Context: an optimization exercise on an open-source flow, tuned for small area, a short achievable clock period and few clock cycles per item. The choices shown serve that exercise and are no tape-out recipe.
In this exercise RTL edits were held to simulation tests only and were not proved equivalent to the original.
No activity file was given, so power comes from the tool's default toggle rates.

`design/flow/config.mk`:
```
export PLATFORM = sky130hd
export DESIGN_NAME = linear_probe_hash_table_core
export DESIGN_NICKNAME = linear_probe_hash_table_core
export VERILOG_FILES = /design/flow/design.v
export SDC_FILE = /design/flow/constraint.sdc
export NUM_CORES = 4
export LEC_CHECK = 0
export CAP_MARGIN = 20
export CORE_MARGIN = 2
export CORE_UTILIZATION = 60
export SETUP_SLACK_MARGIN = 5
export SLEW_MARGIN = 20
export SYNTH_MEMORY_MAX_BITS = 8192
```
`design/flow/constraint.sdc`:
```
create_clock -name core_clock -period 10.0 [get_ports {clk_i}]
set_input_delay 2.0000 -clock core_clock [delete_from_list [all_inputs] [get_ports {clk_i}]]
set_output_delay 2.0000 -clock core_clock [all_outputs]
set_load 0.01 [all_outputs]
```
`design/flow/design.v`:
```
`default_nettype none
package lpht_pkg;
  localparam int unsigned KEY_W    = 31;
  localparam int unsigned PAY_W    = 32;
  localparam int unsigned SLOT_W   = 6;
  localparam int unsigned STATUS_W = 2;
  typedef enum logic {
    OP_INSERT = 1'b0,
    OP_LOOKUP = 1'b1
  } op_e;
  typedef enum logic [STATUS_W-1:0] {
    ST_INSERTED  = 2'd0,
    ST_FOUND     = 2'd1,
    ST_NOT_FOUND = 2'd2,
    ST_FULL      = 2'd3
  } status_e;
endpackage
`default_nettype wire
`default_nettype none
module lpht_mod_unit #(
  parameter int unsigned N = 64
) (
  input  logic [N-1:0]         req_i,
  input  logic [$clog2(N)-1:0] start_i,
  output logic [N-1:0]         gnt_o,
  output logic                 any_o
);
  localparam int unsigned LG = $clog2(N);
  logic [N-1:0] mask;    
  logic [N-1:0] hi;      
  logic [N-1:0] pre_hi [LG+1];
  logic [N-1:0] pre_all [LG+1];
  logic [N-1:0] before_hi, before_all;
  logic         any_hi;
  always_comb begin
    for (int i = 0; i < N; i++) begin
      mask[i] = (i >= start_i);
    end
  end
  assign hi = req_i & mask;
  assign pre_hi[0]  = hi;
  assign pre_all[0] = req_i;
  for (genvar l = 0; l < LG; l++) begin : g_lvl
    for (genvar i = 0; i < N; i++) begin : g_bit
      if (i >= (1 << l)) begin : g_or
        assign pre_hi[l+1][i]  = pre_hi[l][i]  | pre_hi[l][i-(1<<l)];
        assign pre_all[l+1][i] = pre_all[l][i] | pre_all[l][i-(1<<l)];
      end else begin : g_pass
        assign pre_hi[l+1][i]  = pre_hi[l][i];
        assign pre_all[l+1][i] = pre_all[l][i];
      end
    end
  end
  assign before_hi  = {pre_hi[LG][N-2:0], 1'b0};
  assign before_all = {pre_all[LG][N-2:0], 1'b0};
  assign any_hi     = pre_hi[LG][N-1];
  assign gnt_o = req_i & ~(before_hi | (~mask & ({N{any_hi}} | before_all)));
  assign any_o = pre_all[LG][N-1];
endmodule
`default_nettype wire
`default_nettype none
module lpht_seq #(
  parameter int unsigned TABLE_SIZE = 64,
  parameter int unsigned CAP        = 4
) (
  input  logic                          clk_i,
  input  logic                          rst_ni,
  input  logic                          in_valid_i,
  output logic                          in_ready_o,
  output logic                          acc_o,
  input  logic                          res_valid_i,
  input  logic                          res_lookup_i,
  input  logic                          res_any_i,
  input  logic [TABLE_SIZE-1:0]         res_gnt_i,
  input  logic [TABLE_SIZE-1:0]         used_i,
  output logic [TABLE_SIZE-1:0]         rd_sel_o,
  input  logic [lpht_pkg::PAY_W-1:0]    rd_payload_i,
  output logic                          out_valid_o,
  input  logic                          out_ready_i,
  output logic [lpht_pkg::STATUS_W-1:0] out_status_o,
  output logic [lpht_pkg::SLOT_W-1:0]   out_slot_o,
  output logic [lpht_pkg::PAY_W-1:0]    out_found_payload_o
);
  localparam int unsigned IDX_W = $clog2(TABLE_SIZE);
  localparam int unsigned QD    = CAP - 1;           
  localparam int unsigned QW    = $clog2(QD);
  localparam int unsigned CW    = $clog2(CAP + 1);
  localparam int unsigned EW    = lpht_pkg::STATUS_W + lpht_pkg::SLOT_W;
  logic          rdy_q;
  logic [CW-1:0] cnt_q, cnt_d;
  logic          take, o_free;
  assign in_ready_o = rdy_q;
  assign acc_o      = in_valid_i & rdy_q;
  assign take       = out_valid_o & out_ready_i;
  assign o_free     = !out_valid_o | out_ready_i;
  always_comb begin
    cnt_d = cnt_q;
    if (acc_o && !take) cnt_d = cnt_q + 1'b1;
    if (!acc_o && take) cnt_d = cnt_q - 1'b1;
  end
  always_ff @(posedge clk_i or negedge rst_ni) begin
    if (!rst_ni) begin
      cnt_q <= '0;
      rdy_q <= 1'b0;
    end else begin
      cnt_q <= cnt_d;
      rdy_q <= (cnt_d < CW'(CAP));
    end
  end
  logic [TABLE_SIZE-1:0]         hit;
  logic                          found;
  logic [IDX_W-1:0]              enc;
  logic [lpht_pkg::STATUS_W-1:0] r_status;
  logic [lpht_pkg::SLOT_W-1:0]   r_slot;
  assign hit   = res_gnt_i & used_i & {TABLE_SIZE{res_lookup_i}};
  assign found = |hit;
  always_comb begin
    enc = '0;
    for (int i = 0; i < TABLE_SIZE; i++) begin
      if (res_gnt_i[i]) enc = enc | IDX_W'(i);
    end
  end
  always_comb begin
    if (!res_lookup_i) begin
      r_status = res_any_i ? lpht_pkg::ST_INSERTED : lpht_pkg::ST_FULL;
      r_slot   = lpht_pkg::SLOT_W'(enc);
    end else begin
      r_status = found ? lpht_pkg::ST_FOUND : lpht_pkg::ST_NOT_FOUND;
      r_slot   = found ? lpht_pkg::SLOT_W'(enc) : '0;
    end
  end
  logic [EW-1:0] q_mem [QD];
  logic [QW-1:0] q_wp, q_rp;
  logic [QW:0]   q_n;
  logic          q_empty, push, pop;
  logic [EW-1:0] head, src;
  logic          src_valid;
  logic          head_found;
  logic [TABLE_SIZE-1:0] head_sel;
  assign q_empty   = (q_n == '0);
  assign head      = q_mem[q_rp];
  assign src       = q_empty ? {r_status, r_slot} : head;
  assign src_valid = !q_empty | res_valid_i;
  assign pop       = !q_empty & o_free;
  assign push      = res_valid_i & !(q_empty & o_free);
  assign head_found = (head[EW-1:lpht_pkg::SLOT_W] == lpht_pkg::ST_FOUND);
  always_comb begin
    for (int i = 0; i < TABLE_SIZE; i++) begin
      head_sel[i] = head_found & (head[lpht_pkg::SLOT_W-1:0] == lpht_pkg::SLOT_W'(i));
    end
  end
  assign rd_sel_o = q_empty ? hit : head_sel;
  always_ff @(posedge clk_i or negedge rst_ni) begin
    if (!rst_ni) begin
      q_wp <= '0;
      q_rp <= '0;
      q_n  <= '0;
    end else begin
      if (push) q_wp <= (q_wp == QW'(QD - 1)) ? '0 : q_wp + 1'b1;
      if (pop)  q_rp <= (q_rp == QW'(QD - 1)) ? '0 : q_rp + 1'b1;
      if (push && !pop) q_n <= q_n + 1'b1;
      if (!push && pop) q_n <= q_n - 1'b1;
    end
  end
  always_ff @(posedge clk_i) begin
    if (push) q_mem[q_wp] <= {r_status, r_slot};
  end
  logic                          ov_q;
  logic [lpht_pkg::STATUS_W-1:0] ost_q;
  logic [lpht_pkg::SLOT_W-1:0]   oslot_q;
  logic [lpht_pkg::PAY_W-1:0]    opay_q;
  always_ff @(posedge clk_i or negedge rst_ni) begin
    if (!rst_ni) begin
      ov_q <= 1'b0;
    end else if (o_free) begin
      ov_q <= src_valid;
    end
  end
  always_ff @(posedge clk_i) begin
    if (o_free) begin
      ost_q   <= src[EW-1:lpht_pkg::SLOT_W];
      oslot_q <= src[lpht_pkg::SLOT_W-1:0];
      opay_q  <= rd_payload_i;
    end
  end
  assign out_valid_o         = ov_q;
  assign out_status_o        = ost_q;
  assign out_slot_o          = oslot_q;
  assign out_found_payload_o = opay_q;
endmodule
`default_nettype wire
`default_nettype none
module lpht_datapath #(
  parameter int unsigned TABLE_SIZE = 64
) (
  input  logic                          clk_i,
  input  logic                          rst_ni,
  input  logic                          acc_i,
  input  logic                          in_operation_i,
  input  logic [lpht_pkg::KEY_W-1:0]    in_key_i,
  input  logic [lpht_pkg::PAY_W-1:0]    in_payload_i,
  output logic                          res_valid_o,
  output logic                          res_lookup_o,
  output logic                          res_any_o,
  output logic [TABLE_SIZE-1:0]         res_gnt_o,
  output logic [TABLE_SIZE-1:0]         used_o,
  input  logic [TABLE_SIZE-1:0]         rd_sel_i,
  output logic [lpht_pkg::PAY_W-1:0]    rd_payload_o
);
  localparam int unsigned IDX_W = $clog2(TABLE_SIZE);
  logic [TABLE_SIZE-1:0]      used_q;
  logic [lpht_pkg::KEY_W-1:0] key_q [TABLE_SIZE];
  logic [lpht_pkg::PAY_W-1:0] pay_q [TABLE_SIZE];
  logic                       req_valid_q;
  logic                       req_op_q;
  logic [lpht_pkg::KEY_W-1:0] req_key_q;
  logic [lpht_pkg::PAY_W-1:0] req_pay_q;
  logic [TABLE_SIZE-1:0]      req_stop_q;
  logic                       req_same_q;    
  logic [TABLE_SIZE-1:0] stop_in;
  for (genvar i = 0; i < TABLE_SIZE; i++) begin : g_cmp
    assign stop_in[i] = !used_q[i] | (in_operation_i & (key_q[i] == in_key_i));
  end
  always_ff @(posedge clk_i or negedge rst_ni) begin
    if (!rst_ni) begin
      req_valid_q <= 1'b0;
    end else begin
      req_valid_q <= acc_i;
    end
  end
  always_ff @(posedge clk_i) begin
    req_op_q   <= in_operation_i;
    req_key_q  <= in_key_i;
    req_pay_q  <= in_payload_i;
    req_stop_q <= stop_in;
    req_same_q <= (in_key_i == req_key_q);
  end
  logic [TABLE_SIZE-1:0] stop, gnt, newly;
  logic                  any, ins;
  logic                  last_ins_q;
  logic [TABLE_SIZE-1:0] gnt_q;
  assign newly = gnt_q & {TABLE_SIZE{last_ins_q}};
  assign stop  = (req_stop_q & ~newly) | (newly & {TABLE_SIZE{req_op_q & req_same_q}});
  lpht_mod_unit #(
    .N (TABLE_SIZE)
  ) u_find (
    .req_i   (stop),
    .start_i (req_key_q[IDX_W-1:0]),
    .gnt_o   (gnt),
    .any_o   (any)
  );
  assign ins = req_valid_q & (req_op_q == lpht_pkg::OP_INSERT);
  for (genvar i = 0; i < TABLE_SIZE; i++) begin : g_slot
    always_ff @(posedge clk_i) begin
      if (!used_q[i]) begin
        key_q[i] <= req_key_q;
        pay_q[i] <= req_pay_q;
      end
    end
  end
  always_ff @(posedge clk_i or negedge rst_ni) begin
    if (!rst_ni) begin
      used_q      <= '0;
      res_valid_o <= 1'b0;
      last_ins_q  <= 1'b0;
    end else begin
      used_q      <= used_q | (gnt & {TABLE_SIZE{ins}});
      res_valid_o <= req_valid_q;
      last_ins_q  <= ins;
    end
  end
  always_ff @(posedge clk_i) begin
    gnt_q        <= gnt;
    res_lookup_o <= req_op_q;
    res_any_o    <= any;
  end
  assign res_gnt_o = gnt_q;
  assign used_o    = used_q;
  always_comb begin
    rd_payload_o = '0;
    for (int i = 0; i < TABLE_SIZE; i++) begin
      if (rd_sel_i[i]) rd_payload_o = rd_payload_o | pay_q[i];
    end
  end
endmodule
`default_nettype wire
`default_nettype none
module linear_probe_hash_table_core #(
  parameter int unsigned TABLE_SIZE = 64
) (
  input  logic       clk_i,
  input  logic       rst_ni,
  input  logic                          in_valid_i,
  output logic                          in_ready_o,
  input  logic                          in_operation_i,
  input  logic [lpht_pkg::KEY_W-1:0]    in_key_i,
  input  logic [lpht_pkg::PAY_W-1:0]    in_payload_i,
  output logic                          out_valid_o,
  input  logic                          out_ready_i,
  output logic [lpht_pkg::STATUS_W-1:0] out_status_o,
  output logic [lpht_pkg::SLOT_W-1:0]   out_slot_o,
  output logic [lpht_pkg::PAY_W-1:0]    out_found_payload_o
);
  logic                       acc;
  logic                       res_valid;
  logic                       res_lookup;
  logic                       res_any;
  logic [TABLE_SIZE-1:0]      res_gnt;
  logic [TABLE_SIZE-1:0]      used;
  logic [TABLE_SIZE-1:0]      rd_sel;
  logic [lpht_pkg::PAY_W-1:0] rd_payload;
  lpht_seq #(
    .TABLE_SIZE (TABLE_SIZE)
  ) u_seq (
    .clk_i               (clk_i),
    .rst_ni              (rst_ni),
    .in_valid_i          (in_valid_i),
    .in_ready_o          (in_ready_o),
    .acc_o               (acc),
    .res_valid_i         (res_valid),
    .res_lookup_i        (res_lookup),
    .res_any_i           (res_any),
    .res_gnt_i           (res_gnt),
    .used_i              (used),
    .rd_sel_o            (rd_sel),
    .rd_payload_i        (rd_payload),
    .out_valid_o         (out_valid_o),
    .out_ready_i         (out_ready_i),
    .out_status_o        (out_status_o),
    .out_slot_o          (out_slot_o),
    .out_found_payload_o (out_found_payload_o)
  );
  lpht_datapath #(
    .TABLE_SIZE (TABLE_SIZE)
  ) u_dp (
    .clk_i          (clk_i),
    .rst_ni         (rst_ni),
    .acc_i          (acc),
    .in_operation_i (in_operation_i),
    .in_key_i       (in_key_i),
    .in_payload_i   (in_payload_i),
    .res_valid_o    (res_valid),
    .res_lookup_o   (res_lookup),
    .res_any_o      (res_any),
    .res_gnt_o      (res_gnt),
    .used_o         (used),
    .rd_sel_i       (rd_sel),
    .rd_payload_o   (rd_payload)
  );
endmodule
`default_nettype wire
```
`design/flow/run.sh`:
```
#!/bin/bash
# synth_recipe.tcl (not shown) runs the flow's synth.tcl, then flattens the netlist and writes it again
# the make line also repeats each setting of config.mk as NAME=value (left out here)
make -C /OpenROAD-flow-scripts/flow DESIGN_CONFIG=/design/flow/config.mk WORK_HOME=/design/flow/orfs CLKGATE_MAP_FILE= SYNTH_SCRIPT=/design/flow/synth_recipe.tcl finish
```
==> results.sh <==
export IMPL_max_freq_mhz=202
export IMPL_intPower_uw=34100
export IMPL_worst_setup_path_type="reg2reg"
export IMPL_power_density_nw_per_um2=247
export IMPL_startpoint_type="register"
export IMPL_grt_max_degree=65
export IMPL_synth_edf_count=4096
export IMPL_hold_end="u_seq.ov_q"
export IMPL_worst_hold_path_type="reg2reg"
export IMPL_ys_ff_latch=4370
export IMPL_grt_overflow=0
export IMPL_first_pass_iters=8
export IMPL_combPwrFrac=0.134
export IMPL_gp_congestion=1.01
export IMPL_skew_ns=0.0754
export IMPL_antenna_found_initial=49
export IMPL_hold_buffers=0
export IMPL_cts_buffer_depth=4
export IMPL_yosysTopAreaCellShare=0.723
export IMPL_areaGrowthSynthToFinish_pct=12.7
export IMPL_hold_violations=0
export IMPL_drt_iter0_drc=23500
export IMPL_hold_start="u_dp.res_valid_o"
export IMPL_ff2ff_setup_slack_ns=5.05
export IMPL_swShare=0.280
export IMPL_drc=0
export IMPL_period_needed_ns=4.95
export IMPL_status="finished clean"
export IMPL_cts_root_buf="clkbuf_16"
export IMPL_die_y_um=536
export IMPL_core_rowCount=195
export IMPL_detailedPlace_worstSlack_ns=4.61
export IMPL_worstHoldPathCells=1
export IMPL_cts_buffers=432
export IMPL_seq_area_frac_synth=0.758
export IMPL_syn_avg_cell_area_um2=17.1
export IMPL_io_buffers=109
export IMPL_rr_worst_depth=8
export IMPL_clock_power_share=0.345
export IMPL_mostFrequentLayoutCell="edfxtp_1"
export IMPL_setup_tns_ns=0
export IMPL_yosysUniqueCellTypes=97
export IMPL_setup_ws_ns=5.05
export IMPL_syn_inst=9953
export IMPL_rsz0062_at_grt="no"
export IMPL_drv_slew=0
export IMPL_drt_vias_per_instance=7.55
export IMPL_peakVddDrop_uv=209
export IMPL_endpoint_kind="register"
export IMPL_finalSetupViolCount=0
export IMPL_synthTopCellsByArea="edfxtp_1 72%, xor2_1 5.5%, xnor2_1 4.8%, a221oi_1 2.7%, a22o_1 2.6%"
export IMPL_fin_nets=10400
export IMPL_routed_wl_um=669000
export IMPL_power_frac_seq=0.520
export IMPL_netlist_area_um2=170000
export IMPL_die_w_um=536
export IMPL_dieArea_um2=288000
export IMPL_yosysTopAreaCell="edfxtp_1"
export IMPL_worst_slew_pin_slew_ns=1.38
export IMPL_wl_per_cell_um=46.3
export IMPL_p_switching_uw=13300
export IMPL_clock_sinks=4370
export IMPL_io_pins=110
export IMPL_ant_nets=0
export IMPL_worstSkewPairLatency_ns=1.01
export IMPL_htree_levels=5
export IMPL_drive_gt1_frac=0.114
export IMPL_ys_async_sr_fraction=0.0181
export IMPL_core_area_um2=282000
export IMPL_r2r_start="u_seq.q_rp[0]"
export IMPL_cap_violations=0
export IMPL_max_slew_margin_rel=0.0823
export IMPL_dp_hpwl_um=347000
export IMPL_final_cell_mix="4096 x edfxtp_1, 1064 x xor2_1, 937 x xnor2_1, 518 x a221oi_1, 516 x nand4_1"
export IMPL_r2r_end="u_seq.opay_q[13]"
export IMPL_grt_pass1_wl_um=879000
export IMPL_arrival_ns=5.68
export IMPL_initial_utilization=0.603
export IMPL_required_ns=10.73
export IMPL_path_clk_slew_ns=0.06
export IMPL_finalCritPeriodShare=0.495
export IMPL_grt_pass1_vias=100000
export IMPL_synth_ff_type="edfxtp_1"
export IMPL_cts_tree="done"
export IMPL_yosysWarningCount=7
export IMPL_worstPathMaxFanout=21
export IMPL_p_leak_uw=0.0667
export IMPL_track_usage=0.459
export IMPL_vias=109000
export IMPL_synth_nets=10000
-- critical path, cell delays in order, from the launching register on --
cell      delay (ns)
dfrtp_1         0.68
mux2i_1         0.19
o21ai_1         0.51
nand4_1         0.65
o22ai_4         1.04
buf_4           0.77
a221oi_1        0.23
nand4_1         0.15
or4_1           0.38
-- per-layer routing --
layer / global-route usage / wire length (um) / vias up
li1: - / - / 40200
met1: 0.641 / 234000 / 55500
met2: 0.659 / 284000 / 11200
met3: 0.153 / 112000 / 2106
met4: 0.208 / 38400 / 20
met5: 0.00428 / 195 / -
-- logic make-up after synthesis --
kind of cell | after synthesis | share of synthesized area
DFF | 4370 | 0.758
xor gates and xnor gates | 2001 | 0.103
AOI/OAI and AO/OA | 1519 | 0.0729
and+or+nand+nor | 1429 | 0.0502
buffers and inverters | 601 | 0.0138
muxes | 27 | 0.00163
adders and majority gates | 6 | 0.000486
-- power groups by stage --
stage / combinational [uW] / sequential [uW] / clock (uW)
after floorplan: 3000 / 24500 / 0
after global placement: 5940 / 24800 / 0
after detailed placement: 6010 / 25000 / 0
after CTS: 6050 / 24600 / 16300
after global routing: 6390 / 24800 / 17000
final: 6370 / 24700 / 16400
-- cell type report --
| class | instances | area (um2) |
|---|---|---|
| inverters | 104 | 551 |
| repair buffers | 402 | 3450 |
| clock inverters | 238 | 2380 |
| well taps | 3743 | 4680 |
| clock buffers | 573 | 11800 |
| multi-input cells | 4982 | 39700 |
| flip-flops and latches | 4370 | 129000 |
| fillers | 18600 | 90400 |
| diodes | 23 | 57.6 |
-- how the worst max path moves through the flow --
stage / endpoint / startpoint / slack (ns) / depth (start not counted)
2_1_floorplan: u_dp.req_same_q / in_key_i[16] / 5.83 / 8
3_3_place_gp: u_dp.req_same_q / in_key_i[4] / 4.58 / 6
3_5_place_dp: u_dp.req_stop_q[4] / in_key_i[30] / 4.61 / 7
4_1_cts: u_dp.used_q[56] / u_dp.last_ins_q / 5.01 / 9
5_1_grt: u_dp.used_q[54] / u_dp.req_key_q[5] / 5.00 / 10
6_report: u_seq.opay_q[13] / u_seq.q_rp[0] / 5.05 / 8
-- repair_timing --
action | in CTS | in global routing
buffers inserted | 5 | 4
cloned | 0 | 0
endpoints found under the hold margin | 0 | 0
gates resized for setup | 2 | 3
pin swaps | 2 | 1
setup endpoints to repair | 29 | 80
-- flip-flops by register name (all words and copies together), names as in the netlist, 24 cells and up --
name / count
u_dp.used_q: 64
u_seq.opay_q: 32
u_dp.req_key_q: 31
u_seq.q_mem: 24
u_dp.pay_q: 2048
u_dp.gnt_q: 64
u_dp.req_pay_q: 32
u_dp.req_stop_q: 64
u_dp.key_q: 1984
-- cell usage after synthesis, drive strengths merged (18+ instances only) --
master	instances
xor2	1064
or2	19
nand4	516
o21ai	126
inv	103
mux2i	21
nand3	23
xnor2	937
buf	117
and2	24
clkbuf	380
a31oi	18
a22o	513
edfxtp	4096
or4	107
and4	37
dfrtp	79
o22ai	76
a221oi	518
a21boi	39
a21oi	48
nor2	107
o31ai	24
nor3	53
nand2	172
dfxtp	195
nor4	315
-- per-stage QoR --
step                      power [uW]  hold slack, ns  std cells  instance area [um2]  utilization
final                          47400           0.470      14400               192000        0.680
after detailed placement       31000           0.458      13600               177000        0.628
after CTS                      47000           0.472      14400               191000        0.679
after floorplan                27500           0.355       9953               170000            -
after global routing           48200           0.489      14400               192000        0.679
after global placement         30800           0.452      13600               177000        0.628
Testbench counts, summed over its fixed seeds: cycles 2,592, ops 2,560.

-- afterwards: timing with drivers on the ports --
In the flow no input, the clock included, has a driving cell. The finished layout below was timed again as built, in two steps. Step 1 sets driving cells, clkbuf_16 on the clock port and buf_2 on the other inputs (assumed; they add their load-dependent delay and slew). Step 2 also shifts input and output timing later by t, the mid clock arrival at the registers, as if the neighbouring blocks saw the same clock. Slacks: no drivers / after step 1 / after step 2; pairs: no drivers / after step 1.
t, ns: 1.068
setup WS [ns]: 5.052 / 5.052 / 4.318
latest minus earliest clock arrival (ns): 0.078 / 0.078
worst register clock-pin slew, ns: 0.07 / 0.07
After both steps this run still meets setup and hold. The setup slack of this run moves by 0.000 ns with the drivers and by -0.734 ns with both steps.
